This design comes from an exercise in tuning for a short achievable clock period and few clock cycles per item on the open sky130 flow, not from production work.
Only simulation tests tie the RTL to the original design; equivalence was not proved.
Power is estimated from default activity; no workload was simulated.

===== run.sh =====
#!/bin/bash
# synth_recipe.tcl (not shown) runs the flow's synth.tcl, then flattens the netlist and writes it again
# the make line also repeats each setting of config.mk as NAME=value (left out here)
make -C /OpenROAD-flow-scripts/flow DESIGN_CONFIG=/design/flow/config.mk WORK_HOME=/design/flow/orfs CLKGATE_MAP_FILE= SYNTH_SCRIPT=/design/flow/synth_recipe.tcl finish

===== config.mk =====
export PLATFORM = sky130hd
export DESIGN_NAME = armv7_multicycle_core
export DESIGN_NICKNAME = armv7_multicycle_core
export VERILOG_FILES = /design/flow/design.v
export SDC_FILE = /design/flow/constraint.sdc
export NUM_CORES = 4
export LEC_CHECK = 0
export CAP_MARGIN = 20
export CORE_MARGIN = 2
export CORE_UTILIZATION = 40
export SETUP_SLACK_MARGIN = 4.5
export SLEW_MARGIN = 20

===== constraint.sdc =====
create_clock -name core_clock -period 8.0 [get_ports {Clock}]
set_input_delay 1.6000 -clock core_clock [delete_from_list [all_inputs] [get_ports {Clock}]]
set_output_delay 1.6000 -clock core_clock [all_outputs]
set_load 0.01 [all_outputs]

===== design.v =====
`default_nettype none
module armv7_multicycle_core #(
    parameter int ADDR_WIDTH = 10
) (
    input  logic                  Clock,
    input  logic                  Reset,
    input  logic                  Halt,
    output logic                  mem_req,
    output logic                  mem_we,
    output logic [ADDR_WIDTH-1:0] mem_addr,
    output logic [31:0]           mem_wdata,
    input  logic [31:0]           mem_rdata,
    input  logic                  mem_ack,
    output logic [ADDR_WIDTH-1:0] pc,
    output logic [31:0]           instr,
    output logic [2:0]            state,
    output logic [3:0]            flags,
    output logic                  retired
);
    localparam int AW = ADDR_WIDTH;
    function automatic logic [31:0] ror32(input logic [31:0] x, input logic [4:0] n);
        logic [63:0] t;
        t = {x, x} >> n;
        ror32 = t[31:0];
    endfunction
    function automatic logic cond_pass(input logic [3:0] c, input logic [3:0] f);
        logic base;
        case (c[3:1])
            3'd0:    base = f[2];
            3'd1:    base = f[1];
            3'd2:    base = f[3];
            3'd3:    base = f[0];
            3'd4:    base = f[1] & ~f[2];
            3'd5:    base = (f[3] == f[0]);
            3'd6:    base = ~f[2] & (f[3] == f[0]);
            default: base = 1'b1;
        endcase
        cond_pass = base ^ c[0];
    endfunction
    logic [31:0]   r_regs [16];
    logic          r_n, r_z, r_c, r_v;
    logic [AW-1:0] r_pc;           
    logic          r_rq_v;         
    logic          r_rq_q;         
    logic          r_rq_data;
    logic          r_rq_we;
    logic [AW-1:0] r_rq_addr;
    logic [31:0]   r_rq_wdata;
    logic          r_hb;           
    logic          r_xv;
    logic          r_x_done;       
    logic          r_x_isdata;     
    logic [31:0]   r_ir;
    logic [AW-1:0] r_x_pc4, r_x_brt;
    logic          r_wv;
    logic          r_w_alu;
    logic [31:0]   r_w_ir;
    logic [AW-1:0] r_w_npc;
    logic [31:0]   r_w_a, r_w_b;    
    logic [31:0]   r_w_x, r_w_y;    
    logic          r_w_arith;
    logic          r_w_cin, r_w_cin_c;
    logic [3:0] w_op, w_rd;
    logic       w_cond_nv, w_wr_pot, w_sets_flags;
    assign w_op         = r_w_ir[24:21];
    assign w_rd         = r_w_ir[15:12];
    assign w_cond_nv    = (r_w_ir[31:28] == 4'hF);
    assign w_wr_pot     = r_wv & r_w_alu & (~w_op[3] | w_op[2]) & ~w_cond_nv;
    assign w_sets_flags = r_wv & r_w_alu & r_w_ir[20] & ~w_cond_nv;
    logic [31:0] w_x, w_y, w_la, w_logic_res, w_alu_res;
    logic        w_cin, w_alu_v;
    logic [33:0] w_sum;
    logic        w_cond, w_we, w_fe;
    logic [3:0]  flags_now;
    logic [31:0] w_p, w_o;
    logic        w_z;
    assign flags_now = {r_n, r_z, r_c, r_v};
    assign w_x    = r_w_x;
    assign w_y    = r_w_y;
    assign w_la   = r_w_a;
    assign w_cin  = r_w_cin_c ? r_c : r_w_cin;
    always_comb begin
        case (w_op)
            4'b0000, 4'b1000: w_logic_res = w_la & r_w_b;
            4'b0001, 4'b1001: w_logic_res = w_la ^ r_w_b;
            4'b1100:          w_logic_res = w_la | r_w_b;
            4'b1101:          w_logic_res = r_w_b;
            4'b1110:          w_logic_res = w_la & ~r_w_b;
            4'b1111:          w_logic_res = ~r_w_b;
            default:          w_logic_res = 32'd0;
        endcase
    end
    assign w_sum     = {1'b0, w_x, 1'b1} + {1'b0, w_y, w_cin};
    assign w_alu_res = r_w_arith ? w_sum[32:1] : w_logic_res;
    assign w_alu_v   = (w_x[31] == w_y[31]) & (w_sum[32] != w_x[31]);
    assign w_p       = w_x ^ w_y;
    assign w_o       = w_x | w_y;
    assign w_z       = r_w_arith ? ((w_p[0] == w_cin) & (w_p[31:1] == w_o[30:0]))
                                 : (w_logic_res == 32'd0);
    assign w_cond    = cond_pass(r_w_ir[31:28], flags_now);
    assign w_we      = w_wr_pot & w_cond;
    assign w_fe      = w_sets_flags & w_cond;
    logic [2:0] x_ty;
    logic [3:0] x_rn, x_rd, x_rm;
    logic       x_is_i, x_is_r, x_is_d, x_is_b, x_alu, x_load;
    logic       x_cond_dep, x_cond, x_ls, x_wr_pot, x_sf_pot;
    logic       x_flag_haz, x_rm_haz, x_ls_haz, x_can, x_fwd;
    logic [AW-1:0] x_npc;
    assign x_ty       = r_ir[27:25];
    assign x_rn       = r_ir[19:16];
    assign x_rd       = r_ir[15:12];
    assign x_rm       = r_ir[3:0];
    assign x_is_i     = (x_ty == 3'b001);
    assign x_is_r     = (x_ty == 3'b000);
    assign x_is_d     = (x_ty == 3'b010);
    assign x_is_b     = (x_ty == 3'b101);
    assign x_alu      = x_is_i | x_is_r;
    assign x_load     = r_ir[20];
    assign x_cond_dep = (r_ir[31:29] != 3'b111);
    assign x_cond     = cond_pass(r_ir[31:28], flags_now);
    assign x_ls       = x_is_d & x_cond;
    assign x_wr_pot   = r_xv & x_alu & (~r_ir[24] | r_ir[23]) & (r_ir[31:28] != 4'hF);
    assign x_sf_pot   = r_xv & x_alu & r_ir[20] & (r_ir[31:28] != 4'hF);
    assign x_npc      = (x_is_b & x_cond) ? r_x_brt : r_x_pc4;
    assign x_fwd      = w_wr_pot & (w_rd == x_rn);
    logic  x_fwd_now;
    assign x_fwd_now  = x_fwd & w_cond;
    assign x_flag_haz = (x_is_d | x_is_b) & x_cond_dep & w_sets_flags;
    assign x_rm_haz   = x_is_r & w_wr_pot & (w_rd == x_rm);
    assign x_ls_haz   = x_ls & ((w_wr_pot & (w_rd == x_rn)) |
                                (~x_load & w_wr_pot & (w_rd == x_rd)));
    assign x_can      = r_xv & ~r_x_done & ~x_flag_haz & ~x_rm_haz & ~x_ls_haz;
    logic [31:0] x_rm_v, x_shifted, x_imm_rot, x_op2;
    logic [4:0]  x_shamt;
    assign x_shamt   = r_ir[11:7];
    assign x_imm_rot = ror32({{24{r_ir[7]}}, r_ir[7:0]}, {r_ir[11:8], 1'b0});
    always_comb begin
        x_rm_v = r_regs[x_rm];
        case (r_ir[6:5])
            2'b00:   x_shifted = x_rm_v << x_shamt;
            2'b01:   x_shifted = x_rm_v >> x_shamt;
            2'b10:   x_shifted = $signed(x_rm_v) >>> x_shamt;
            default: x_shifted = ror32(x_rm_v, x_shamt);
        endcase
    end
    assign x_op2 = x_is_i ? x_imm_rot : x_shifted;
    logic [31:0] x_rn_full;
    logic [3:0]  x_op;
    logic        x_rev, x_invb, x_arith, x_cin, x_cin_c;
    assign x_rn_full = r_regs[x_rn];
    assign x_op      = r_ir[24:21];
    assign x_rev     = (x_op == 4'b0011) | (x_op == 4'b0111);
    assign x_invb    = (x_op == 4'b0010) | (x_op == 4'b0110) | (x_op == 4'b1010);
    assign x_arith   = (x_op[3:2] == 2'b01) | (x_op[3:1] == 3'b001) | (x_op[3:1] == 3'b101);
    assign x_cin     = (x_op == 4'b0010) | (x_op == 4'b0011) | (x_op == 4'b1010);
    assign x_cin_c   = (x_op == 4'b0101) | (x_op == 4'b0110) | (x_op == 4'b0111);
    logic [AW-1:0] x_rn_v, x_lsa, x_imm;
    assign x_imm  = AW'(r_ir[9:0]);
    assign x_rn_v = r_regs[x_rn][AW-1:0];
    assign x_lsa  = r_ir[23] ? (x_rn_v + x_imm) : (x_rn_v - x_imm);
    logic x_adv, x_dec_data;
    assign x_adv      = (r_xv & r_x_done & ~r_x_isdata) | (x_can & ~x_ls);
    assign x_dec_data = x_can & x_ls;
    logic          ack, f_ack, d_ack;
    assign ack   = r_rq_v & mem_ack;
    assign f_ack = ack & ~r_rq_data;
    assign d_ack = ack & r_rq_data;
    logic [31:0]   fi;
    logic [2:0]    f_ty;
    logic [3:0]    f_rn, f_rd, f_rm;
    logic          f_is_r, f_is_d, f_is_b, f_cond_dep, f_cond, f_ls;
    logic          f_flag_haz, f_rm_haz, f_rn_haz, f_rd_haz, f_ls_haz, f_haz;
    logic [AW-1:0] f_pc4, f_brt, f_imm, f_lsa;
    assign fi         = mem_rdata;
    assign f_ty       = fi[27:25];
    assign f_rn       = fi[19:16];
    assign f_rd       = fi[15:12];
    assign f_rm       = fi[3:0];
    assign f_is_r     = (f_ty == 3'b000);
    assign f_is_d     = (f_ty == 3'b010);
    assign f_is_b     = (f_ty == 3'b101);
    assign f_cond_dep = (fi[31:29] != 3'b111);
    assign f_cond     = cond_pass(fi[31:28], flags_now);
    assign f_ls       = f_is_d & f_cond;
    assign f_flag_haz = (f_is_d | f_is_b) & f_cond_dep & (x_sf_pot | w_sets_flags);
    assign f_rm_haz   = f_is_r & x_wr_pot & (x_rd == f_rm);
    assign f_rn_haz   = (x_wr_pot & (x_rd == f_rn)) | (w_wr_pot & (w_rd == f_rn));
    assign f_rd_haz   = (x_wr_pot & (x_rd == f_rd)) | (w_wr_pot & (w_rd == f_rd));
    assign f_ls_haz   = f_ls & (f_rn_haz | (~fi[20] & f_rd_haz));
    assign f_haz      = f_flag_haz | f_rm_haz | f_ls_haz;
    assign f_pc4  = r_rq_addr + AW'(4);
    assign f_brt  = r_rq_addr + AW'({fi[7:0], 2'b00});
    assign f_imm  = AW'(fi[9:0]);
    logic [AW-1:0] f_imm_x;
    logic [AW-1:0] f_lsa_k [16];
    assign f_imm_x = fi[23] ? f_imm : ~f_imm;
    always_comb
        for (int k = 0; k < 16; k++) begin
            logic [AW:0] t;
            t = {r_regs[k][AW-1:0], 1'b1} + {f_imm_x, ~fi[23]};
            f_lsa_k[k] = t[AW:1];
        end
    assign f_lsa  = f_lsa_k[f_rn];
    logic          hb_next, n_dec;
    logic          n_data, n_we;
    logic [AW-1:0] n_addr;
    logic [31:0]   n_wdata;
    assign hb_next = (r_wv | r_hb) & Halt;
    always_comb begin
        n_dec   = 1'b0;
        n_data  = 1'b0;
        n_we    = 1'b0;
        n_addr  = r_x_pc4;
        n_wdata = r_regs[x_rd];
        if (f_ack) begin
            n_dec   = ~f_haz;
            n_data  = f_ls;
            n_we    = f_ls & ~fi[20];
            n_addr  = f_ls ? f_lsa : ((f_is_b & f_cond) ? f_brt : f_pc4);
            n_wdata = r_regs[f_rd];
        end else if (d_ack) begin
            n_dec   = 1'b1;
        end else if (x_can) begin
            n_dec   = 1'b1;
            n_data  = x_ls;
            n_we    = x_ls & ~x_load;
            n_addr  = x_ls ? x_lsa : x_npc;
        end
    end
    always_ff @(posedge Clock) begin
        if (Reset) begin
            r_rq_v     <= 1'b1;
            r_rq_q     <= 1'b0;
            r_rq_data  <= 1'b0;
            r_rq_we    <= 1'b0;
            r_rq_addr  <= '0;
            r_rq_wdata <= 32'd0;
            r_hb       <= 1'b0;
            r_xv       <= 1'b0;
            r_x_done   <= 1'b0;
            r_x_isdata <= 1'b0;
            r_ir       <= 32'd0;
            r_x_pc4    <= '0;
            r_x_brt    <= '0;
            r_wv       <= 1'b0;
            r_w_alu    <= 1'b0;
            r_w_ir     <= 32'd0;
            r_w_npc    <= '0;
            r_w_a      <= 32'd0;
            r_w_b      <= 32'd0;
            r_w_x      <= 32'd0;
            r_w_y      <= 32'd0;
            r_w_arith  <= 1'b0;
            r_w_cin    <= 1'b0;
            r_w_cin_c  <= 1'b0;
            r_n        <= 1'b0;
            r_z        <= 1'b0;
            r_c        <= 1'b0;
            r_v        <= 1'b0;
            r_pc       <= '0;
            for (int i = 0; i < 16; i++) r_regs[i] <= 32'd0;
        end else begin
            r_hb <= hb_next;
            if (n_dec) begin
                r_rq_v     <= ~hb_next;
                r_rq_q     <= hb_next;
                r_rq_data  <= n_data;
                r_rq_we    <= n_we;
                r_rq_addr  <= n_addr;
                r_rq_wdata <= n_wdata;
            end else if (ack) begin
                r_rq_v     <= 1'b0;
            end else if (r_rq_q & ~hb_next) begin
                r_rq_v     <= 1'b1;
                r_rq_q     <= 1'b0;
            end
            if (f_ack) begin
                r_xv       <= 1'b1;
                r_x_done   <= ~f_haz;
                r_x_isdata <= ~f_haz & f_ls;
                r_ir       <= fi;
                r_x_pc4    <= f_pc4;
                r_x_brt    <= f_brt;
            end else if (x_adv | d_ack) begin
                r_xv       <= 1'b0;
                r_x_done   <= 1'b0;
                r_x_isdata <= 1'b0;
            end else if (x_dec_data) begin
                r_x_done   <= 1'b1;
                r_x_isdata <= 1'b1;
            end
            if (x_adv) begin
                r_wv    <= 1'b1;
                r_w_alu <= x_alu;
                r_w_ir  <= r_ir;
                r_w_npc <= x_npc;
                r_w_a   <= x_fwd_now ? w_alu_res : x_rn_full;
                r_w_b   <= x_op2;
                r_w_x   <= (x_fwd_now & ~x_rev) ? w_alu_res :
                           (x_rev ? x_op2 : x_rn_full);
                r_w_y   <= (x_fwd_now & x_rev) ? ~w_alu_res :
                           (x_rev ? ~x_rn_full : (x_invb ? ~x_op2 : x_op2));
                r_w_arith <= x_arith;
                r_w_cin <= x_cin;
                r_w_cin_c <= x_cin_c;
            end else if (d_ack) begin
                r_wv    <= 1'b1;
                r_w_alu <= 1'b0;
                r_w_ir  <= r_ir;
                r_w_npc <= r_x_pc4;
            end else begin
                r_wv    <= 1'b0;
                r_w_alu <= 1'b0;
            end
            if (w_we) r_regs[w_rd] <= w_alu_res;
            if (d_ack & x_load) r_regs[x_rd] <= mem_rdata;
            if (w_fe) begin
                r_n <= w_alu_res[31];
                r_z <= w_z;
                if (r_w_arith) begin
                    r_c <= w_sum[33];
                    r_v <= w_alu_v;
                end
            end
            if (r_wv) r_pc <= r_w_npc;
        end
    end
    assign mem_req   = r_rq_v & ~Reset;
    assign mem_we    = r_rq_we & r_rq_v & ~Reset;
    assign mem_addr  = r_rq_addr;
    assign mem_wdata = r_rq_wdata;
    assign state     = r_rq_v ? {1'b0, r_rq_data, r_rq_data} : 3'd1;
    assign pc        = r_pc;
    assign flags     = flags_now;
    assign instr     = r_w_ir;
    assign retired   = r_wv & ~Reset;
endmodule
`default_nettype wire

==> results of run 1 <==
## kinds of logic (layout without fill, tap and decap cells)
family	after synthesis	after routing
AOI/OAI and AO/OA	1836	1837
xor gates and xnor gates	167	167
adders and majority gates	125	125
buffers and inverters	845	1234
DFF	813	813
muxes	866	866
other	1	21
and+or+nand+nor	1900	1925
## synthesized netlist by cell type, types with 13 or more instances
cell type and number:
nor2b_1 31, and2_1 26, o221ai_1 31, o31ai_1 25
o22ai_1 45, nor2_1 448, a2111oi_0 13, buf_2 23
a221oi_1 22, xor2_1 76, a21oi_1 335, nand2_1 944
a22oi_1 101, mux2i_1 202, nor4_1 20, edfxtp_1 512
buf_4 27, o21a_1 29, a211oi_1 117, o2111ai_1 17
a21o_1 30, xnor2_1 91, a311oi_1 46, o211ai_1 50
o32ai_1 25, a31oi_1 58, nand4_1 54, inv_1 185
ha_1 122, o21ai_0 571, mux2_2 57, nand2b_1 34
or3_1 32, o21bai_1 15, clkbuf_1 479, a41oi_1 15
nand3_1 128, dfxtp_1 301, a22o_1 142, nor3_1 92
mux4_2 599, and3_1 32, buf_1 120
## layout make-up
cell class | count | area (sq um)
antenna | 20 | 50.0
inverter | 189 | 728
clock inverter | 54 | 702
fill | 14000 | 76200
sequential | 813 | 21500
tap | 2160 | 2700
clock buffer | 124 | 2640
timing repair buffer | 867 | 10400
multi-input combinational | 4921 | 45400
## timing repair
item,CTS,global route
resized for setup,1080,402
gates cloned,62,8
endpoints found under the setup margin,1276,979
pin swaps,270,226
setup buffers,359,135
## flip-flops by register name (all words and copies together), names as in the netlist, 8 cells and up, named ones only
register,cells
r_ir,32
r_pc,10
r_regs,512
r_rq_addr,10
r_rq_wdata,32
r_w_a,32
r_w_b,32
r_w_ir,32
r_w_npc,10
r_w_x,32
r_w_y,32
r_x_brt,8
r_x_pc4,10
## placed cells by master, fill, tap and decap left out, types with 32 or more instances in the layout
cell type        Yosys  final
a21oi_2              2     50
o21ai_2              0     42
edfxtp_1           512    512
nand2_1            944    905
buf_4               27    409
o21ai_0            571    462
nand3_1            128     99
dfxtp_1            301    259
nand4_1             54     54
inv_1              185    180
a22oi_2              0     60
buf_12               2    140
xor2_1              76     72
xnor2_1             91     82
buf_6                3    120
a211oi_1           117     76
clkbuf_16            0    104
a31oi_1             58     36
a311oi_1            46     38
o21ai_1              8     49
a21oi_1            335    269
o211ai_1            50     50
nor3_1              92     54
nor2_4               0     42
nor2_1             448    379
a22o_1             142    136
mux2_2              57     32
mux4_2             599    604
mux2i_1            202    163
o22ai_1             45     33
ha_1               122    101
clkdlybuf4s50_1      0    106
or3_4                0     37
a22oi_1            101     41
## worst paths after layout
path | startpoint | end | slack, ps | cells past startpoint
setup / recovery | flop | r_w_x[23]$_SDFFE_PP0N_ | 3840 | 14
setup reg to reg | flop | r_w_x[23]$_SDFFE_PP0N_ | 3840 | 14
hold / removal | r_w_ir[5]$_SDFFE_PP0N_ | r_w_ir[5]$_SDFFE_PP0N_ | 450 | 2
hold reg to reg | r_w_ir[5]$_SDFFE_PP0N_ | r_w_ir[5]$_SDFFE_PP0N_ | 450 | 2
## power groups by stage
stage | sequential [mW] | clock [mW] | combinational, mW
final | 5.28 | 4.83 | 8.80
after global routing | 5.29 | 4.95 | 8.94
after CTS | 5.24 | 4.80 | 7.77
after detailed placement | 5.37 | 0 | 6.07
after global placement | 5.36 | 0 | 6.04
after floorplan | 5.10 | 0 | 3.86
## layer usage
metal | vias to the layer above | track usage, % | wire [um]
li1 | 26000 | - | -
met5 | - | 1.37 | 557
met4 | 26 | 34.7 | 38600
met2 | 6798 | 61.8 | 152000
met1 | 33200 | 51.0 | 122000
met3 | 2057 | 20.8 | 61900
## tightest hold or removal path: cells and delay by family, from the launching register on
family | cells | cell delay, ps
compound gates | 1 | 50
flops | 1 | 310
simple gates | 1 | 50
==> results.txt, run 1 <==
* DR WL/cell at approximately 41 um
* Cell family with the largest share of critical-path delay: multiplexers
* Later-pin clock latency in the skew report at between 700 and 800 ps
* Final Hold Viols at 0
* Mux share of post-synthesis cell area at around 25%
* Grt ovf at 0
* Area leader, netlist: edfxtp_1
* Clock sinks at around 810
* Overall Global Routing Usage at roughly 44%
* Post-route minimum period at 4160 ps
* TritonRoute pass-1 iters at 11
* Clk root buf: clkbuf_16
* Status: timing/DRC/antenna clean
* DRC Markers at 0
* Share of layout cells above drive strength 1 at 34.6%
* Syn Inst Count at roughly 6,600
* Final nets at 7,051
* Routed vias at between 60,000 and 70,000
* First-pass GRT wire length at slightly above 500,000 um
* Post-synthesis simple-gate area fraction at ~13%
* WP data arrival at a little under 5000 ps
* Core area at roughly 160,000 sq um
* Clk_skew at between 40 and 50 ps
* Syn_nets at around 6,700
* Die ar. at 164,000 sq um
* Longest Clk Path Bufs at 3
* Max incr delay on CP at ~600 ps
* # rows at between 100 and 150
* Placed cells at between 8,000 and 9,000
* GPL Wtd Cong at 1.05
* PD cells at about 220 nW/um^2
* Synth unique cells at approximately 100
* Fin area at ~84,000 sq um
* Hold Slack at 450 ps
* Antenna viol nets, final at 0
* Startpoint types: flop
* Clock share of power at around a quarter
* Initial detailed-routing violation count at 13,300
* Largest family of logic cells by synthesized area: multiplexers
* Max Cap Viol at 0
* Critical path class: reg -> reg
* # setup viols final at 0
* Netlist Area Pre-Place at about 64,000 sq um
* Worst-path clk slew at 60 ps
* Synth top area cells: edfxtp_1, mux4_2, dfxtp_1, nand2_1, o21ai_0
* Largest net degree at the start of global routing at 101
* Buf/Inv on CP at 4
* Xor-xnor portion of the synthesized cell area at under 10%
* Die X at about 410 um
* Combinational power share at a little under half
* Ys async rst share at 0%
* CP required at 8660 ps
* P_int at about 11 mW
* Critical path capture point type: flop
* Synth Flop Type: edfxtp_1
* CTS tree: done
* Number of global-route vias before repair at around 63,000
* Hold crit path type: reg -> reg
* Initial cell density of the core at between 40% and 50%
* EDFF count, synth at 512
* Fin util at 52.5%
* RSZ-0062 raised after global routing: yes
* Syn Area/Cell at between 9 and 10 sq um
* Tot Pwr at approximately 19 mW
* Via density at roughly 7.4
* Setup TNS at 0 ps
* H-tree depth at 3
* Worst VDD drop at about 0.00018 V
* Sw frac at approximately two fifths
* Die Y at ~410 um
* Post-synth top area share at 23.8%
* Net Switching at between 7 and 8 mW
* Static leakage at 28.6 nW
* Final setup margin at between 3000 and 4000 ps
* Placed cell areas at just under 70,000 sq um
* Post-DP HPWL at 230,000 um
* Synth Area in Adders at 2.46%
* Cell Chain, Critical Path: buf_12 > buf_12 > mux4_2 > mux2_4 > a222oi_1 > buf_4 > nand3_4 > mux4_2 > a221oi_4 > nand4_1 > o221ai_4 > buf_12 > nand2_1 > a22o_1
* Cts hold-fix bufs at 0
* Tightest Pin Transition at 1330 ps
* Final non-filler cell total at 9,148
* Slew margin rel. at a little over a tenth
* CP Max Fanout at 5
* Slowest-stage cell, CP: mux4_2
* Fmax achieved at 241 MHz
* Pins Over Slew Limit at 0
* Final period util at just over 50%
* Area growth syn-to-layout at 30.6%
* Yosys reg bits at between 800 and 900
* Initial antenna violation count at 26
* CTS buffer count at 98
* Most frequent cell on the critical path: buf_12
* Sequential fraction of the synthesis area at approximately a third
* YS warnings at 2
* Detailed Route WL at 376,000 um
* # IOs at 130
* Sequential share of power at 27.9%
* Port-buffer cells at ~130
* Place WS at around 1900 ps
* Compound-cell area share of the yosys netlist at 18.7%
Testbench counts, summed over its fixed seeds: cycles 115,124, items 72,000.
==> run 2: changes to the inputs <==
--- a/design.v
+++ b/design.v
@@ -52,6 +52,8 @@
     logic          r_x_isdata;     
     logic [31:0]   r_ir;
     logic [AW-1:0] r_x_pc4, r_x_brt;
+    logic [31:0]   r_rmv, r_rnv;
+    logic          r_rm_ok;        
     logic          r_wv;
     logic          r_w_alu;
     logic [31:0]   r_w_ir;
@@ -59,7 +61,7 @@
     logic [31:0]   r_w_a, r_w_b;    
     logic [31:0]   r_w_x, r_w_y;    
     logic          r_w_arith;
-    logic          r_w_cin, r_w_cin_c;
+    logic          r_w_cin;
     logic [3:0] w_op, w_rd;
     logic       w_cond_nv, w_wr_pot, w_sets_flags;
     assign w_op         = r_w_ir[24:21];
@@ -78,7 +80,7 @@
     assign w_x    = r_w_x;
     assign w_y    = r_w_y;
     assign w_la   = r_w_a;
-    assign w_cin  = r_w_cin_c ? r_c : r_w_cin;
+    assign w_cin  = r_w_cin;
     always_comb begin
         case (w_op)
             4'b0000, 4'b1000: w_logic_res = w_la & r_w_b;
@@ -90,7 +92,10 @@
             default:          w_logic_res = 32'd0;
         endcase
     end
-    assign w_sum     = {1'b0, w_x, 1'b1} + {1'b0, w_y, w_cin};
+    logic [31:0] w_s;
+    logic        w_co;
+    ks_add32 u_add (.a(w_x), .b(w_y), .cin(w_cin), .s(w_s), .cout(w_co));
+    assign w_sum     = {w_co, w_s, 1'b0};
     assign w_alu_res = r_w_arith ? w_sum[32:1] : w_logic_res;
     assign w_alu_v   = (w_x[31] == w_y[31]) & (w_sum[32] != w_x[31]);
     assign w_p       = w_x ^ w_y;
@@ -126,16 +131,16 @@
     logic  x_fwd_now;
     assign x_fwd_now  = x_fwd & w_cond;
     assign x_flag_haz = (x_is_d | x_is_b) & x_cond_dep & w_sets_flags;
-    assign x_rm_haz   = x_is_r & w_wr_pot & (w_rd == x_rm);
+    assign x_rm_haz   = x_is_r & ~r_rm_ok;
     assign x_ls_haz   = x_ls & ((w_wr_pot & (w_rd == x_rn)) |
                                 (~x_load & w_wr_pot & (w_rd == x_rd)));
-    assign x_can      = r_xv & ~r_x_done & ~x_flag_haz & ~x_rm_haz & ~x_ls_haz;
+    assign x_can      = r_xv & ~r_x_done & ~x_flag_haz & ~x_ls_haz;
     logic [31:0] x_rm_v, x_shifted, x_imm_rot, x_op2;
     logic [4:0]  x_shamt;
     assign x_shamt   = r_ir[11:7];
     assign x_imm_rot = ror32({{24{r_ir[7]}}, r_ir[7:0]}, {r_ir[11:8], 1'b0});
     always_comb begin
-        x_rm_v = r_regs[x_rm];
+        x_rm_v = r_rmv;
         case (r_ir[6:5])
             2'b00:   x_shifted = x_rm_v << x_shamt;
             2'b01:   x_shifted = x_rm_v >> x_shamt;
@@ -147,19 +152,27 @@
     logic [31:0] x_rn_full;
     logic [3:0]  x_op;
     logic        x_rev, x_invb, x_arith, x_cin, x_cin_c;
-    assign x_rn_full = r_regs[x_rn];
+    assign x_rn_full = r_rnv;
     assign x_op      = r_ir[24:21];
     assign x_rev     = (x_op == 4'b0011) | (x_op == 4'b0111);
     assign x_invb    = (x_op == 4'b0010) | (x_op == 4'b0110) | (x_op == 4'b1010);
     assign x_arith   = (x_op[3:2] == 2'b01) | (x_op[3:1] == 3'b001) | (x_op[3:1] == 3'b101);
     assign x_cin     = (x_op == 4'b0010) | (x_op == 4'b0011) | (x_op == 4'b1010);
     assign x_cin_c   = (x_op == 4'b0101) | (x_op == 4'b0110) | (x_op == 4'b0111);
-    logic [AW-1:0] x_rn_v, x_lsa, x_imm;
+    logic [AW-1:0] x_lsa, x_imm;
     assign x_imm  = AW'(r_ir[9:0]);
-    assign x_rn_v = r_regs[x_rn][AW-1:0];
-    assign x_lsa  = r_ir[23] ? (x_rn_v + x_imm) : (x_rn_v - x_imm);
+    logic [AW-1:0] x_imm_x;
+    logic [AW-1:0] x_lsa_k [16];
+    assign x_imm_x = r_ir[23] ? x_imm : ~x_imm;
+    always_comb
+        for (int k = 0; k < 16; k++) begin
+            logic [AW:0] t;
+            t = {r_regs[k][AW-1:0], 1'b1} + {x_imm_x, ~r_ir[23]};
+            x_lsa_k[k] = t[AW:1];
+        end
+    assign x_lsa  = x_lsa_k[x_rn];
     logic x_adv, x_dec_data;
-    assign x_adv      = (r_xv & r_x_done & ~r_x_isdata) | (x_can & ~x_ls);
+    assign x_adv      = ~x_rm_haz & ((r_xv & r_x_done & ~r_x_isdata) | (x_can & ~x_ls));
     assign x_dec_data = x_can & x_ls;
     logic          ack, f_ack, d_ack;
     assign ack   = r_rq_v & mem_ack;
@@ -242,6 +255,9 @@
             r_ir       <= 32'd0;
             r_x_pc4    <= '0;
             r_x_brt    <= '0;
+            r_rmv      <= 32'd0;
+            r_rnv      <= 32'd0;
+            r_rm_ok    <= 1'b0;
             r_wv       <= 1'b0;
             r_w_alu    <= 1'b0;
             r_w_ir     <= 32'd0;
@@ -252,7 +268,6 @@
             r_w_y      <= 32'd0;
             r_w_arith  <= 1'b0;
             r_w_cin    <= 1'b0;
-            r_w_cin_c  <= 1'b0;
             r_n        <= 1'b0;
             r_z        <= 1'b0;
             r_c        <= 1'b0;
@@ -281,13 +296,21 @@
                 r_ir       <= fi;
                 r_x_pc4    <= f_pc4;
                 r_x_brt    <= f_brt;
+                r_rmv      <= (w_we & (w_rd == f_rm)) ? w_alu_res : r_regs[f_rm];
+                r_rnv      <= (w_we & (w_rd == f_rn)) ? w_alu_res : r_regs[f_rn];
+                r_rm_ok    <= ~(x_wr_pot & (x_rd == f_rm));
             end else if (x_adv | d_ack) begin
                 r_xv       <= 1'b0;
                 r_x_done   <= 1'b0;
                 r_x_isdata <= 1'b0;
-            end else if (x_dec_data) begin
-                r_x_done   <= 1'b1;
-                r_x_isdata <= 1'b1;
+            end else begin
+                if (x_can) begin
+                    r_x_done   <= 1'b1;
+                    r_x_isdata <= x_ls;
+                end
+                r_rmv   <= (w_we & (w_rd == x_rm)) ? w_alu_res : r_regs[x_rm];
+                r_rnv   <= (w_we & (w_rd == x_rn)) ? w_alu_res : r_regs[x_rn];
+                r_rm_ok <= 1'b1;
             end
             if (x_adv) begin
                 r_wv    <= 1'b1;
@@ -301,8 +324,7 @@
                 r_w_y   <= (x_fwd_now & x_rev) ? ~w_alu_res :
                            (x_rev ? ~x_rn_full : (x_invb ? ~x_op2 : x_op2));
                 r_w_arith <= x_arith;
-                r_w_cin <= x_cin;
-                r_w_cin_c <= x_cin_c;
+                r_w_cin <= x_cin_c ? ((w_fe & r_w_arith) ? w_sum[33] : r_c) : x_cin;
             end else if (d_ack) begin
                 r_wv    <= 1'b1;
                 r_w_alu <= 1'b0;
@@ -335,4 +357,35 @@
     assign instr     = r_w_ir;
     assign retired   = r_wv & ~Reset;
 endmodule
+module ks_add32 (
+    input  logic [31:0] a,
+    input  logic [31:0] b,
+    input  logic        cin,
+    output logic [31:0] s,
+    output logic        cout
+);
+    logic [32:0] ea, eb, p0;
+    logic [32:0] g [7];
+    logic [32:0] pp [7];
+    assign ea = {a, 1'b1};
+    assign eb = {b, cin};
+    assign p0 = ea ^ eb;
+    always_comb begin
+        pp[0] = p0;
+        g[0]  = ea & eb;
+        for (int l = 0; l < 6; l++) begin
+            for (int i = 0; i < 33; i++) begin
+                if (i >= (1 << l)) begin
+                    g[l+1][i]  = g[l][i] | (pp[l][i] & g[l][i - (1 << l)]);
+                    pp[l+1][i] = pp[l][i] & pp[l][i - (1 << l)];
+                end else begin
+                    g[l+1][i]  = g[l][i];
+                    pp[l+1][i] = pp[l][i];
+                end
+            end
+        end
+    end
+    assign s    = p0[32:1] ^ g[6][31:0];
+    assign cout = g[6][32];
+endmodule
 `default_nettype wire
==> results.txt, run 2 <==
* Final nets at 7,173
* # rows at around 160
* Hold crit path type: reg -> reg
* Worst VDD drop at between 0.00015 and 0.0002 V
* Core area at 186,000 sq um
* FF-to-FF End: r_rq_addr[7]$_SDFFE_PP0P_
* Final period util at between 40% and 50%
* Post-route minimum period at roughly 4000 ps
* Initial antenna violation count at 44
* Fin area at 88,700 sq um
* Die X at 437 um
* Startpoint types: flop
* DRC Markers at 0
* Synth Area in Adders at 2.07%
* Post-synthesis simple-gate area fraction at between 10% and 20%
* Share of layout cells above drive strength 1 at between 30% and 40%
* # setup viols final at 0
* Tightest Pin Transition at approximately 1500 ps
* Die Y at roughly 440 um
* Status: timing/DRC/antenna clean
* Reg with most FFs: r_regs
* Yosys reg bits at 877
* Via density at approximately 7.7
* Clk_skew at roughly 96 ps
* Pins Over Slew Limit at 0
* Worst r2r path cells at 11
* Post-synth top area share at roughly 30%
* Detailed Route WL at 393,000 um
* Slowest-stage cell, CP: or4b_4
* Post-DP HPWL at roughly 230,000 um
* Tot Pwr at between 15 and 20 mW
* Number of flip-flops in the largest register at 512
* Port-buffer cells at ~130
* Largest net degree at the start of global routing at roughly 110
* WP data arrival at roughly 4600 ps
* EDFF count, synth at a little over 500
* CP Max Fanout at 8
* Initial cell density of the core at between 40% and 50%
* # IOs at 130
* YS warnings at 6
* Clock sinks at 877
* Number of global-route vias before repair at ~67,000
* Most frequent cell after synthesis: mux4_2
* CTS buffer count at 104
* Grt ovf at 0
* Clk root buf: clkbuf_16
* Mux share of post-synthesis cell area at 33.1%
* RR Startpoint: r_ir[18]$_SDFFE_PP0P_
* Worst Hold Path Cells at 2
* Netlist Area Pre-Place at approximately 75,000 sq um
* Setup TNS at 0 ps
* Static leakage at a little under 30 nW
* Ys async rst share at 0%
* Syn Inst Count at roughly 7,000
* Critical path capture point type: flop
* Final Hold Viols at 0
* Max Cap Viol at 0
* Max incr delay on CP at ~540 ps
* Initial detailed-routing violation count at between 10,000 and 15,000
* Post-synth top cells: mux4_2, nand2_1, o21ai_0
* Synth top area cells: mux4_2, edfxtp_1, dfxtp_1, nand2_1, o21ai_0
* Die ar. at ~190,000 sq um
* Buf/Inv on CP at 1
* Sequential fraction of the synthesis area at between 30% and 40%
* H-tree depth at 3
* Cts hold-fix bufs at 0
* Slew margin rel. at approximately 1.9%
* Compound-cell area share of the yosys netlist at between 15 and 20%
* Routed vias at 74,200
* DR WL/cell at between 40 and 50 um
* Critical path class: reg -> reg
* RSZ-0062 raised after global routing: yes
* Largest family of logic cells by synthesized area: multiplexers
* Cell Chain, Critical Path: clkinvlp_4 > and3_2 > a222oi_1 > o21ai_0 > o22a_1 > ha_4 > or4_4 > o211ai_1 > or4b_4 > a31oi_4 > o41ai_2
* Syn_nets at 7,223
* Worst-path clk slew at roughly 60 ps
* Synth Flop Type: edfxtp_1
* GPL Wtd Cong at 0.996
* Cell family with the largest share of critical-path delay: compound AO/OA/AOI/OAI gates
* Longest Clk Path Bufs at 3
* Xor-xnor portion of the synthesized cell area at approximately 1.9%
* Min-delay src: r_w_ir[9]$_SDFFE_PP0N_
* Overall Global Routing Usage at 39.3%
* Placed cell areas at a little under 80,000 sq um
* Fmax achieved at about 250 MHz
* FF-to-FF setup slack at approximately 4000 ps
* CTS tree: done
* Later-pin clock latency in the skew report at around 840 ps
* Area leader, netlist: mux4_2
* CP required at between 8000 and 9000 ps
* Hold Path Sink: r_w_ir[9]$_SDFFE_PP0N_
* Antenna viol nets, final at 0
* Syn Area/Cell at approximately 11 sq um
* Most common cell after layout, fill and taps aside: mux4_2
* Synth unique cells at 112
* TritonRoute pass-1 iters at 14
* Commonest cells after routing, fill and taps aside: mux4_2, nand2_1, edfxtp_1
* First-pass GRT wire length at roughly 530,000 um
* Area growth syn-to-layout at 18.5%
* PD cells at about 200 nW/um^2
-- run 2: power by group --
group	internal [mW]	switching, mW	total (mW)
combinational	2.77	4.13	6.89
sequential	5.13	0.722	5.85
clock	3.01	2.30	5.31
-- run 2: worst max path at each step --
stage                     slack, ps  cells past startpoint                     endpoint                  start
after detailed placement       2040                      9  r_rq_wdata[21]$_SDFFE_PP0P_          mem_rdata[29]
final                          4060                     11    r_rq_addr[7]$_SDFFE_PP0P_  r_ir[18]$_SDFFE_PP0P_
after floorplan                3580                     14    r_rq_addr[9]$_SDFFE_PP0P_          mem_rdata[16]
after global placement         1710                     10  r_rq_wdata[13]$_SDFFE_PP0P_          mem_rdata[30]
after CTS                      4170                     13    r_rq_addr[9]$_SDFFE_PP0P_          mem_rdata[16]
after global routing           3990                     16    r_rq_addr[9]$_SDFFE_PP0P_  r_ir[16]$_SDFFE_PP0P_
-- run 2: logic make-up after synthesis --
logic type,Yosys count
buffers and inverters,980
other,1
xor gates and xnor gates,159
DFF,877
adders and majority gates,123
and+or+nand+nor,1894
AOI/OAI and AO/OA,1817
muxes,1213
-- run 2: layout make-up --
type,instances,area (sq um)
Fill cell,16500,97100
Clock buffer,133,2870
Sequential cell,877,22800
Tap cell,2480,3100
Timing Repair inverter,1,8.76
Inverter,176,702
Antenna cell,43,108
Clock inverter,63,818
Multi-Input combinational cell,5240,50600
Timing Repair Buffer,614,7680
-- run 2: worst register-to-register path, delay by kind of cell, from the launching register on --
family	cells	cell delay, ps
compound gates	6	1520
fa+ha+maj	1	250
simple gates	3	1400
buf+inv	1	160
flops	1	450
-- run 2: timing repair --
action	in CTS	in global routing
gates cloned	65	14
buffers inserted	154	82
endpoints found under the hold margin	0	0
endpoints found under the setup margin	1326	603
resized for setup	443	193
pin swaps	88	76
-- run 2: per-layer routing --
| metal | vias up | global-route usage (%) | share of wire, % | wire length [um] |
|---|---|---|---|---|
| met1 | 36100 | 47.0 | 32 | 126000 |
| met5 | - | 1.51 | 0.50 | 1980 |
| li1 | 27800 | - | - | - |
| met3 | 2232 | 21.5 | 18 | 72500 |
| met4 | 44 | 28.2 | 9.8 | 38500 |
| met2 | 8060 | 52.8 | 39 | 154000 |
-- run 2: stage by stage --
stage          instances  utilization, %  setup WS [ps]  hold WS, ps
6_report            9627            47.8           4060          445
5_1_grt             9600            47.7           3990          460
4_1_cts             9486            46.7           4170          449
3_5_place_dp        9071            42.2           2040          448
3_3_place_gp        9069            42.1           1710          439
2_1_floorplan       7064               -           3580          429
Testbench counts of run 2, summed over its fixed seeds: cycles 112,860, items 72,000.
==> run 3: changes to the inputs <==
--- a/design.v
+++ b/design.v
@@ -130,10 +130,13 @@
     assign x_fwd      = w_wr_pot & (w_rd == x_rn);
     logic  x_fwd_now;
     assign x_fwd_now  = x_fwd & w_cond;
-    assign x_flag_haz = (x_is_d | x_is_b) & x_cond_dep & w_sets_flags;
+    logic  x_need_nz, x_need_cv;
+    assign x_need_nz  = ~((r_ir[31:29] == 3'b001) | (r_ir[31:29] == 3'b011));
+    assign x_need_cv  = ~((r_ir[31:29] == 3'b000) | (r_ir[31:29] == 3'b010));
+    assign x_flag_haz = (x_is_d | x_is_b) & x_cond_dep & w_sets_flags &
+                        (x_need_nz | (x_need_cv & r_w_arith));
     assign x_rm_haz   = x_is_r & ~r_rm_ok;
-    assign x_ls_haz   = x_ls & ((w_wr_pot & (w_rd == x_rn)) |
-                                (~x_load & w_wr_pot & (w_rd == x_rd)));
+    assign x_ls_haz   = x_ls & w_wr_pot & (w_rd == x_rn);
     assign x_can      = r_xv & ~r_x_done & ~x_flag_haz & ~x_ls_haz;
     logic [31:0] x_rm_v, x_shifted, x_imm_rot, x_op2;
     logic [4:0]  x_shamt;
@@ -195,10 +198,15 @@
     assign f_cond_dep = (fi[31:29] != 3'b111);
     assign f_cond     = cond_pass(fi[31:28], flags_now);
     assign f_ls       = f_is_d & f_cond;
-    assign f_flag_haz = (f_is_d | f_is_b) & f_cond_dep & (x_sf_pot | w_sets_flags);
+    logic  f_need_nz, f_need_cv;
+    assign f_need_nz  = ~((fi[31:29] == 3'b001) | (fi[31:29] == 3'b011));
+    assign f_need_cv  = ~((fi[31:29] == 3'b000) | (fi[31:29] == 3'b010));
+    assign f_flag_haz = (f_is_d | f_is_b) & f_cond_dep &
+                        ((x_sf_pot & (f_need_nz | (f_need_cv & x_arith))) |
+                         (w_sets_flags & (f_need_nz | (f_need_cv & r_w_arith))));
     assign f_rm_haz   = f_is_r & x_wr_pot & (x_rd == f_rm);
     assign f_rn_haz   = (x_wr_pot & (x_rd == f_rn)) | (w_wr_pot & (w_rd == f_rn));
-    assign f_rd_haz   = (x_wr_pot & (x_rd == f_rd)) | (w_wr_pot & (w_rd == f_rd));
+    assign f_rd_haz   = x_wr_pot & (x_rd == f_rd);
     assign f_ls_haz   = f_ls & (f_rn_haz | (~fi[20] & f_rd_haz));
     assign f_haz      = f_flag_haz | f_rm_haz | f_ls_haz;
     assign f_pc4  = r_rq_addr + AW'(4);
@@ -224,13 +232,13 @@
         n_data  = 1'b0;
         n_we    = 1'b0;
         n_addr  = r_x_pc4;
-        n_wdata = r_regs[x_rd];
+        n_wdata = (w_we & (w_rd == x_rd)) ? w_alu_res : r_regs[x_rd];
         if (f_ack) begin
             n_dec   = ~f_haz;
             n_data  = f_ls;
             n_we    = f_ls & ~fi[20];
             n_addr  = f_ls ? f_lsa : ((f_is_b & f_cond) ? f_brt : f_pc4);
-            n_wdata = r_regs[f_rd];
+            n_wdata = (w_we & (w_rd == f_rd)) ? w_alu_res : r_regs[f_rd];
         end else if (d_ack) begin
             n_dec   = 1'b1;
         end else if (x_can) begin
==> results.txt, run 3 <==
* EDFF count, synth at between 500 and 600
* Post-DP HPWL at 228,000 um
* Reg with most FFs: r_regs
* Sequential fraction of the synthesis area at between 30% and 40%
* Clock sinks at 877
* Cell Chain, Critical Path: buf_6 > nor2b_1 > a22o_1 > nand2_1 > o21ai_0 > o21ai_0 > a21oi_1 > ha_1 > nand3_1 > a21oi_1 > o31ai_2 > a21oi_1 > nand3b_1 > a311oi_1
* Buf/Inv on CP at 1
* Fin util at 47.7%
* Final nets at around 7,200
* Tot Pwr at about 16 mW
* Hold Slack at around 450 ps
* Worst-path clk slew at 60 ps
* DR WL/cell at 40.1 um
* Most frequent cell after synthesis: nand2_1
* Status: timing/DRC/antenna clean
* Post-route minimum period at 4080 ps
* Routed vias at 73,600
* CTS buffer count at ~100
* Slew margin rel. at around 14%
* # IOs at 130
* Overall Global Routing Usage at between 30% and 40%
* Pins Over Slew Limit at 0
* Initial detailed-routing violation count at 14,600
* Syn Area/Cell at slightly above 10 sq um
* Synth Flop Type: edfxtp_1
* Antenna viol nets, final at 0
* Most common cell after layout, fill and taps aside: mux4_2
* Tightest Pin Transition at 1290 ps
* Number of global-route vias before repair at around 67,000
* Core area at approximately 190,000 sq um
* Port-buffer cells at 128
* Startpoint types: flop
* Final setup margin at just under 4000 ps
* YS warnings at 6
* Synth unique cells at 110
* Critical path class: reg -> reg
* Place WS at ~1900 ps
* Grt ovf at 0
* Clk_skew at 56.6 ps
* Static leakage at ~29 nW
* Detailed Route WL at 388,000 um
* RSZ-0062 raised after global routing: yes
* Critical path capture point type: flop
* Syn Inst Count at 7,147
* Share of layout cells above drive strength 1 at 31.0%
* Longest Clk Path Bufs at 3
* Number of flip-flops in the largest register at ~500
* Synth top area cells: mux4_2, edfxtp_1, dfxtp_1, nand2_1, o21ai_0
* DRC Markers at 0
* Die X at ~430 um
* CP required at just under 9000 ps
* Later-pin clock latency in the skew report at a little over 800 ps
* Clk root buf: clkbuf_16
* # rows at approximately 160
* Cell family with the largest share of critical-path delay: compound AO/OA/AOI/OAI gates
* # setup viols final at 0
* Fmax achieved at about 250 MHz
* CP Max Fanout at 24
* Hold crit path type: reg -> reg
* Area growth syn-to-layout at 18.8%
* GPL Wtd Cong at about 1
* Post-synth top area share at a little under a third
* TritonRoute pass-1 iters at 13
* First-pass GRT wire length at between 500,000 and 600,000 um
* H-tree depth at 3
* Netlist Area Pre-Place at 74,300 sq um
* Most frequent cell on the critical path: a21oi_1
* WP data arrival at about 4700 ps
* Syn_nets at between 7,000 and 8,000
* PD cells at 180 nW/um^2
* Initial antenna violation count at 43
* Slowest-stage cell, CP: a21oi_1
* Post-synth top cells: nand2_1, mux4_2, o21ai_0
* Via density at roughly 7.6
* Die ar. at between 150,000 and 200,000 sq um
* Max Cap Viol at 0
* Yosys reg bits at roughly 900
* Max incr delay on CP at 720 ps
* Initial cell density of the core at between 40% and 50%
* Die Y at between 400 and 500 um
* Area leader, netlist: mux4_2
* CTS tree: done
* Final period util at 51.0%
* Setup TNS at 0 ps
* Largest net degree at the start of global routing at 137
* Worst VDD drop at roughly 0.00017 V
* Ys async rst share at 0%
* Commonest cells after routing, fill and taps aside: mux4_2, nand2_1, edfxtp_1
* Final Hold Viols at 0
run 3: final timing paths:
kind | to | startpoint | cells past startpoint | slack [ps]
setup / recovery | r_rq_addr[7]$_SDFFE_PP0P_ | r_ir[18]$_SDFFE_PP0P_ | 14 | 3920
hold / removal | r_w_ir[1]$_SDFFE_PP0P_ | r_w_ir[1]$_SDFFE_PP0P_ | 2 | 450
setup reg to reg | r_rq_addr[7]$_SDFFE_PP0P_ | r_ir[18]$_SDFFE_PP0P_ | 14 | 3920
hold reg to reg | r_w_ir[1]$_SDFFE_PP0P_ | r_w_ir[1]$_SDFFE_PP0P_ | 2 | 450
run 3: area by class of cell:
cell class | count | area (sq um)
Multi-Input combinational cell | 5299 | 50300
Sequential cell | 877 | 22800
Clock inverter | 57 | 684
Inverter | 181 | 721
Timing Repair Buffer | 614 | 7620
Fill cell | 16600 | 96800
Antenna cell | 35 | 87.6
Tap cell | 2480 | 3100
Clock buffer | 137 | 2870
run 3: tightest hold or removal path, cell delays in order, from the launching register on:
cell and delay [ps]:
dfxtp_1 300, nand2_1 50, a21oi_1 50
run 3: layer usage:
| metal | GRT usage [%] | share of wire [%] |
|---|---|---|
| met5 | 1.18 | 0.17 |
| met4 | 31.2 | 11 |
| met2 | 54.4 | 41 |
| met1 | 44.0 | 31 |
| met3 | 18.1 | 17 |
run 3: report_power, final:
group | internal (mW) | switching [mW]
logic | 2.08 | 3.02
clock network | 2.95 | 2.22
registers | 5.04 | 0.536
run 3: logic make-up (layout without fill, tap and decap cells):
| kind of cell | count (synthesis) | in the layout | share of synthesized area, % |
|---|---|---|---|
| AO/OA/AOI/OAI | 1802 | 1813 | 15.5 |
| AND/OR/NAND/NOR | 2008 | 2026 | 11.5 |
| multiplexers | 1163 | 1163 | 32.8 |
| other | 1 | 36 | 0.00505 |
| adder cells (fa/ha/maj) | 123 | 123 | 2.09 |
| flip-flops | 877 | 877 | 30.5 |
| buffers and inverters | 1000 | 989 | 5.47 |
| XOR/XNOR | 173 | 173 | 2.09 |
run 3: metrics by stage:
stage	area (sq um)	std cells
finish	88200	9680
global route	88200	9655
CTS	85900	9549
detailed placement	77700	9149
global placement	77700	9149
floorplan	75200	7147
run 3: timing repair:
action                                  CTS  global route
hold buffers                              0             0
cloned                                   47            24
pin swaps                                93            74
setup endpoints to repair              1338           811
setup buffers                           159            72
resized for setup                       549           240
endpoints found under the hold margin     0             0
Testbench counts of run 3, summed over its fixed seeds: cycles 112,230, items 72,000.
==> run 4: changes to the inputs <==
--- a/design.v
+++ b/design.v
@@ -162,18 +162,17 @@
     assign x_arith   = (x_op[3:2] == 2'b01) | (x_op[3:1] == 3'b001) | (x_op[3:1] == 3'b101);
     assign x_cin     = (x_op == 4'b0010) | (x_op == 4'b0011) | (x_op == 4'b1010);
     assign x_cin_c   = (x_op == 4'b0101) | (x_op == 4'b0110) | (x_op == 4'b0111);
-    logic [AW-1:0] x_lsa, x_imm;
+    logic [AW-1:0] x_imm;
     assign x_imm  = AW'(r_ir[9:0]);
     logic [AW-1:0] x_imm_x;
     logic [AW-1:0] x_lsa_k [16];
     assign x_imm_x = r_ir[23] ? x_imm : ~x_imm;
-    always_comb
-        for (int k = 0; k < 16; k++) begin
-            logic [AW:0] t;
-            t = {r_regs[k][AW-1:0], 1'b1} + {x_imm_x, ~r_ir[23]};
-            x_lsa_k[k] = t[AW:1];
-        end
-    assign x_lsa  = x_lsa_k[x_rn];
+    logic [16*AW-1:0] x_lsa_flat;
+    for (genvar k = 0; k < 16; k++) begin : g_x_lsa
+        ks_add #(.N(AW)) u_add (.a(r_regs[k][AW-1:0]), .b(x_imm_x), .cin(~r_ir[23]),
+                                .s(x_lsa_k[k]));
+        assign x_lsa_flat[k*AW +: AW] = x_lsa_k[k];
+    end
     logic x_adv, x_dec_data;
     assign x_adv      = ~x_rm_haz & ((r_xv & r_x_done & ~r_x_isdata) | (x_can & ~x_ls));
     assign x_dec_data = x_can & x_ls;
@@ -186,7 +185,7 @@
     logic [3:0]    f_rn, f_rd, f_rm;
     logic          f_is_r, f_is_d, f_is_b, f_cond_dep, f_cond, f_ls;
     logic          f_flag_haz, f_rm_haz, f_rn_haz, f_rd_haz, f_ls_haz, f_haz;
-    logic [AW-1:0] f_pc4, f_brt, f_imm, f_lsa;
+    logic [AW-1:0] f_pc4, f_brt, f_imm;
     assign fi         = mem_rdata;
     assign f_ty       = fi[27:25];
     assign f_rn       = fi[19:16];
@@ -215,37 +214,45 @@
     logic [AW-1:0] f_imm_x;
     logic [AW-1:0] f_lsa_k [16];
     assign f_imm_x = fi[23] ? f_imm : ~f_imm;
-    always_comb
-        for (int k = 0; k < 16; k++) begin
-            logic [AW:0] t;
-            t = {r_regs[k][AW-1:0], 1'b1} + {f_imm_x, ~fi[23]};
-            f_lsa_k[k] = t[AW:1];
-        end
-    assign f_lsa  = f_lsa_k[f_rn];
+    logic [16*AW-1:0] f_lsa_flat;
+    for (genvar k = 0; k < 16; k++) begin : g_f_lsa
+        ks_add #(.N(AW)) u_add (.a(r_regs[k][AW-1:0]), .b(f_imm_x), .cin(~fi[23]),
+                                .s(f_lsa_k[k]));
+        assign f_lsa_flat[k*AW +: AW] = f_lsa_k[k];
+    end
+    logic [AW-1:0] n_addr_other, rq_addr_next;
+    logic          n_sel_lsa, n_sel_xlsa;
+    lsa_sel #(.W(AW)) u_lsa_sel (.df(f_lsa_flat), .rnf(f_rn), .self(n_sel_lsa),
+                                 .dx(x_lsa_flat), .rnx(x_rn), .selx(n_sel_xlsa),
+                                 .other(n_addr_other), .y(rq_addr_next));
     logic          hb_next, n_dec;
     logic          n_data, n_we;
-    logic [AW-1:0] n_addr;
     logic [31:0]   n_wdata;
     assign hb_next = (r_wv | r_hb) & Halt;
     always_comb begin
         n_dec   = 1'b0;
         n_data  = 1'b0;
         n_we    = 1'b0;
-        n_addr  = r_x_pc4;
+        n_sel_lsa    = 1'b0;
+        n_sel_xlsa   = 1'b0;
+        n_addr_other = r_rq_addr;
         n_wdata = (w_we & (w_rd == x_rd)) ? w_alu_res : r_regs[x_rd];
         if (f_ack) begin
             n_dec   = ~f_haz;
             n_data  = f_ls;
             n_we    = f_ls & ~fi[20];
-            n_addr  = f_ls ? f_lsa : ((f_is_b & f_cond) ? f_brt : f_pc4);
+            n_sel_lsa    = f_ls;
+            n_addr_other = (f_is_b & f_cond) ? f_brt : f_pc4;
             n_wdata = (w_we & (w_rd == f_rd)) ? w_alu_res : r_regs[f_rd];
         end else if (d_ack) begin
             n_dec   = 1'b1;
+            n_addr_other = r_x_pc4;
         end else if (x_can) begin
             n_dec   = 1'b1;
             n_data  = x_ls;
             n_we    = x_ls & ~x_load;
-            n_addr  = x_ls ? x_lsa : x_npc;
+            n_sel_xlsa   = x_ls;
+            n_addr_other = x_npc;
         end
     end
     always_ff @(posedge Clock) begin
@@ -284,12 +291,12 @@
             for (int i = 0; i < 16; i++) r_regs[i] <= 32'd0;
         end else begin
             r_hb <= hb_next;
+            r_rq_addr <= rq_addr_next;
             if (n_dec) begin
                 r_rq_v     <= ~hb_next;
                 r_rq_q     <= hb_next;
                 r_rq_data  <= n_data;
                 r_rq_we    <= n_we;
-                r_rq_addr  <= n_addr;
                 r_rq_wdata <= n_wdata;
             end else if (ack) begin
                 r_rq_v     <= 1'b0;
@@ -396,4 +403,59 @@
     assign s    = p0[32:1] ^ g[6][31:0];
     assign cout = g[6][32];
 endmodule
+module ks_add #(
+    parameter int N = 10
+) (
+    input  logic [N-1:0] a,
+    input  logic [N-1:0] b,
+    input  logic         cin,
+    output logic [N-1:0] s
+);
+    localparam int L = (N < 2) ? 1 : (N < 4) ? 2 : (N < 8) ? 3 : (N < 16) ? 4 : (N < 32) ? 5 : 6;
+    logic [N:0] ea, eb, p0;
+    logic [N:0] g [L+1];
+    logic [N:0] pp [L+1];
+    assign ea = {a, 1'b1};
+    assign eb = {b, cin};
+    assign p0 = ea ^ eb;
+    always_comb begin
+        pp[0] = p0;
+        g[0]  = ea & eb;
+        for (int l = 0; l < L; l++) begin
+            for (int i = 0; i <= N; i++) begin
+                if (i >= (1 << l)) begin
+                    g[l+1][i]  = g[l][i] | (pp[l][i] & g[l][i - (1 << l)]);
+                    pp[l+1][i] = pp[l][i] & pp[l][i - (1 << l)];
+                end else begin
+                    g[l+1][i]  = g[l][i];
+                    pp[l+1][i] = pp[l][i];
+                end
+            end
+        end
+    end
+    assign s = p0[N:1] ^ g[L][N-1:0];
+endmodule
+module lsa_sel #(
+    parameter int W = 10
+) (
+    input  logic [16*W-1:0] df,
+    input  logic [3:0]      rnf,
+    input  logic            self,
+    input  logic [16*W-1:0] dx,
+    input  logic [3:0]      rnx,
+    input  logic            selx,
+    input  logic [W-1:0]    other,
+    output logic [W-1:0]    y
+);
+    logic [W-1:0] fn, xn;
+    always_comb begin
+        fn = '0;
+        xn = '0;
+        for (int k = 0; k < 16; k++) begin
+            if (rnf == 4'(k)) fn = df[k*W +: W];
+            if (rnx == 4'(k)) xn = dx[k*W +: W];
+        end
+        y = self ? fn : (selx ? xn : other);
+    end
+endmodule
 `default_nettype wire
--- a/config.mk
+++ b/config.mk
@@ -10,3 +10,4 @@
 export CORE_UTILIZATION = 40
 export SETUP_SLACK_MARGIN = 4.5
 export SLEW_MARGIN = 20
+export SYNTH_HIERARCHICAL = 1
==> results.txt, run 4 <==
* Final period util at between 50% and 60%
* PD cells at 177 nW/um^2
* Final setup margin at between 3000 and 4000 ps
* Static leakage at 37.6 nW
* Detailed Route WL at between 500,000 and 600,000 um
* Compound-cell area share of the yosys netlist at between 10% and 20%
* Die Y at approximately 480 um
* DRC Markers at 0
* Cell family with the largest share of critical-path delay: compound AO/OA/AOI/OAI gates
* Place WS at roughly 1600 ps
* Antenna viol nets, final at 0
* Grt ovf at 0
* # setup viols final at 0
* Post-synth top area share at between 20% and 30%
* Slowest-stage cell, CP: mux4_2
* Most frequent cell after synthesis: mux4_2
* Syn Inst Count at approximately 9,000
* Clk root buf: clkbuf_16
* Cell Chain, Critical Path: buf_16 > xnor2_4 > buf_6 > buf_16 > fa_2 > a21oi_2 > buf_4 > nor2b_1 > nor2_1 > xnor2_1 > mux4_2 > nor2b_4 > o311ai_2 > a32oi_2 > o32a_1 > nor2b_1
* Reg with most FFs: r_regs
* Clk_skew at ~65 ps
* Buf/Inv on CP at 4
* Number of global-route vias before repair at around 83,000
* Routed vias at approximately 94,000
* GPL Wtd Cong at around 1.0
* Initial antenna violation count at 90
* Largest family of logic cells by synthesized area: multiplexers
* Most common cell after layout, fill and taps aside: mux4_2
* Post-route minimum period at 4160 ps
* Ys async rst share at 0%
* # rows at between 150 and 200
* Syn Area/Cell at approximately 10 sq um
* Mux share of post-synthesis cell area at ~30%
* Area leader, netlist: mux4_2
* Metal2 WL at between 200,000 and 250,000 um
* Post-DP HPWL at approximately 310,000 um
* Yosys reg bits at around 900
* Hold Slack at 455 ps
* DR WL/cell at between 40 and 50 um
* Port-buffer cells at between 100 and 150
* Syn_nets at between 9,000 and 10,000
* Status: timing/DRC/antenna clean
* Netlist Area Pre-Place at ~90,000 sq um
* Pins Over Slew Limit at 0
* Clock sinks at 877
* Synth top area cells: mux4_2, edfxtp_1, dfxtp_1, ha_1, nand2_1
* Synth unique cells at approximately 110
* Worst VDD drop at 0.000194 V
* Synth Flop Type: edfxtp_1
* Max incr delay on CP at between 500 and 600 ps
* Via density at between 7 and 8
* First-pass GRT wire length at between 600,000 and 700,000 um
* Met3 wire length at around 91,000 um
* Die X at slightly below 500 um
* CTS tree: done
* H-tree depth at 3
* Die ar. at about 230,000 sq um
* Initial detailed-routing violation count at about 19,000
* Final Hold Viols at 0
* Hold crit path type: reg -> reg
* Initial cell density of the core at between 40% and 50%
* Setup TNS at 0 ps
* TritonRoute pass-1 iters at 10
* Max Cap Viol at 0
* Critical path class: in -> reg
* Final nets at 9,651
* Synth Area in Adders at roughly 6%
* Slew margin rel. at between 10 and 15%
* Metal1 wirelength at roughly 170,000 um
* Final non-filler cell total at approximately 12,000
* Cts hold-fix bufs at 0
* Commonest cells after routing, fill and taps aside: mux4_2, nand2_1, o21ai_0
* Later-pin clock latency in the skew report at roughly 800 ps
* Placed cells at 11,700
* WP data arrival at approximately 4800 ps
* CP Max Fanout at 5
* Tightest Pin Transition at ~1300 ps
* Top routing layer in use: met5
* CTS buffer count at roughly 100
* Post-synthesis simple-gate area fraction at around an eighth
* Post-synth top cells: mux4_2, nand2_1, o21ai_0
* Xor-xnor portion of the synthesized cell area at roughly 4.5%
* Share of layout cells above drive strength 1 at ~31%
* Core area at 227,000 sq um
* Startpoint types: input pin
* YS warnings at 16
* RSZ-0062 raised after global routing: yes
* Critical path capture point type: flop
* Area growth syn-to-layout at 19.6%
* Worst-path clk slew at 70 ps
* Fmax achieved at 240 MHz
* Tot Pwr at ~19 mW
* Sequential fraction of the synthesis area at 24.9%
* Longest Clk Path Bufs at 3
* CP required at ~8700 ps
* # IOs at 130
* Overall Global Routing Usage at between 40% and 50%
* EDFF count, synth at ~510
* Number of flip-flops in the largest register at between 500 and 600
* Largest net degree at the start of global routing at ~140
-- run 4: changes by cell type after synthesis, moves of 87 or more --
| cell | change |
|---|---|
| nor2_1 | +115 |
| inv_1 | +114 |
| xnor2_1 | +175 |
| nand3_1 | +149 |
| xor2_1 | +122 |
| o31ai_1 | -87 |
| a21oi_2 | +97 |
| o21ai_0 | +205 |
| nand2b_1 | +93 |
| ha_1 | +270 |
-- run 4: worst paths after layout --
check	startpoint	end	slack (ps)	depth (start not counted)
setup / recovery	mem_rdata[23]	r_rq_addr[3]$_SDFF_PP0_	3840	16
hold / removal	r_w_ir[8]$_SDFFE_PP0P_	r_w_ir[8]$_SDFFE_PP0P_	460	2
setup reg to reg	r_ir[23]$_SDFFE_PP0P_	r_rq_addr[7]$_SDFF_PP0_	3950	16
hold reg to reg	r_w_ir[8]$_SDFFE_PP0P_	r_w_ir[8]$_SDFFE_PP0P_	460	2
-- run 4: metrics by stage --
stage               utilization, %  area [sq um]
floorplan                        -         91900
global placement              42.2         95700
detailed placement            42.2         95800
CTS                           46.5        106000
global route                  47.9        109000
finish                        48.0        109000
-- run 4: logic make-up (layout without fill, tap and decap cells) --
group / count (synthesis) / count (layout)
AOI/OAI and AO/OA: 2283 / 2290
and+or+nand+nor: 2527 / 2528
buffers and inverters: 1166 / 1346
muxes: 1340 / 1344
DFF: 877 / 877
other: 1 / 114
adders and majority gates: 425 / 425
xor gates and xnor gates: 467 / 468
-- run 4: timing repair --
item	in CTS	in global routing
pin swaps	132	194
setup buffers	255	84
gates resized for setup	631	454
endpoints found under the hold margin	0	0
gates cloned	50	21
endpoints found under the setup margin	1373	558
-- run 4: area by class of cell --
type | instances | area, sq um
Timing Repair Buffer | 852 | 10000
Fill cell | 20500 | 118000
Clock inverter | 64 | 828
Sequential cell | 877 | 22800
Clock buffer | 130 | 2810
Inverter | 298 | 1170
Tap cell | 3009 | 3760
Timing Repair inverter | 2 | 32.5
Multi-Input combinational cell | 7056 | 67000
Antenna cell | 113 | 283
-- run 4: tightest hold or removal path, stage by stage (launching register included) --
cell and delay [ps]:
dfxtp_1 310, nand2_1 50, a21oi_1 50
-- run 4: Yosys stat by module (local to each module, per instance), excerpt --
| module | flip-flops and latches | cell area, sq um |
|---|---|---|
| ks_add32 | 0 | 1850 |
| armv7_multicycle_core | 877 | 71900 |
-- run 4: metal layers --
metal	up-vias	global-route usage [%]
li1	35400	-
met3	2801	21.5
met4	60	30.8
met1	46000	51.6
met2	9790	57.1
met5	-	2.26
-- run 4: report_power, final --
group / switching [mW] / internal [mW] / leakage [nW] / total, mW
Clock: 2.33 / 2.99 / 1.76 / 5.32
Sequential: 0.638 / 5.06 / 8.30 / 5.70
Combinational: 4.85 / 3.39 / 27.6 / 8.23
Total: 7.82 / 11.4 / 37.6 / 19.3
Testbench counts of run 4, summed over its fixed seeds: cycles 112,230, items 72,000.

-- what the ideal ports hide --
Ports are ideal in the flow. The routed layouts listed here were re-timed in OpenROAD.
Step 1, drivers: a clkbuf_16 drives Clock and a buf_2 each remaining input, both assumed.
Step 2 adds t to the input delays and takes it off the output delays; t is the mean of the earliest and latest rising clock arrival at the registers after step 1. Input paths then give back, and output paths get back, about the clock's delay inside the block.
Three values: ideal ports, drivers, drivers and shift; two values: the first two.
| run | t, ns | setup WS [ns] | latest minus earliest clock arrival (ns) | cell pins on the clock port's net |
|---|---|---|---|---|
| run 1 | 0.841 | 3.843 / 3.822 / 2.980 | 0.046 / 0.047 | 1 |
| run 2 | 0.880 | 4.062 / 3.862 / 2.982 | 0.096 / 0.096 | 1 |
| run 3 | 0.868 | 3.921 / 3.654 / 2.941 | 0.068 / 0.068 | 1 |
| run 4 | 0.873 | 3.841 / 3.510 / 2.637 | 0.066 / 0.066 | 1 |
After both steps every run listed still meets setup and hold. For run 4, which loses most, drivers alone change the setup slack by -0.331 ns; drivers and shift together by -1.204 ns.
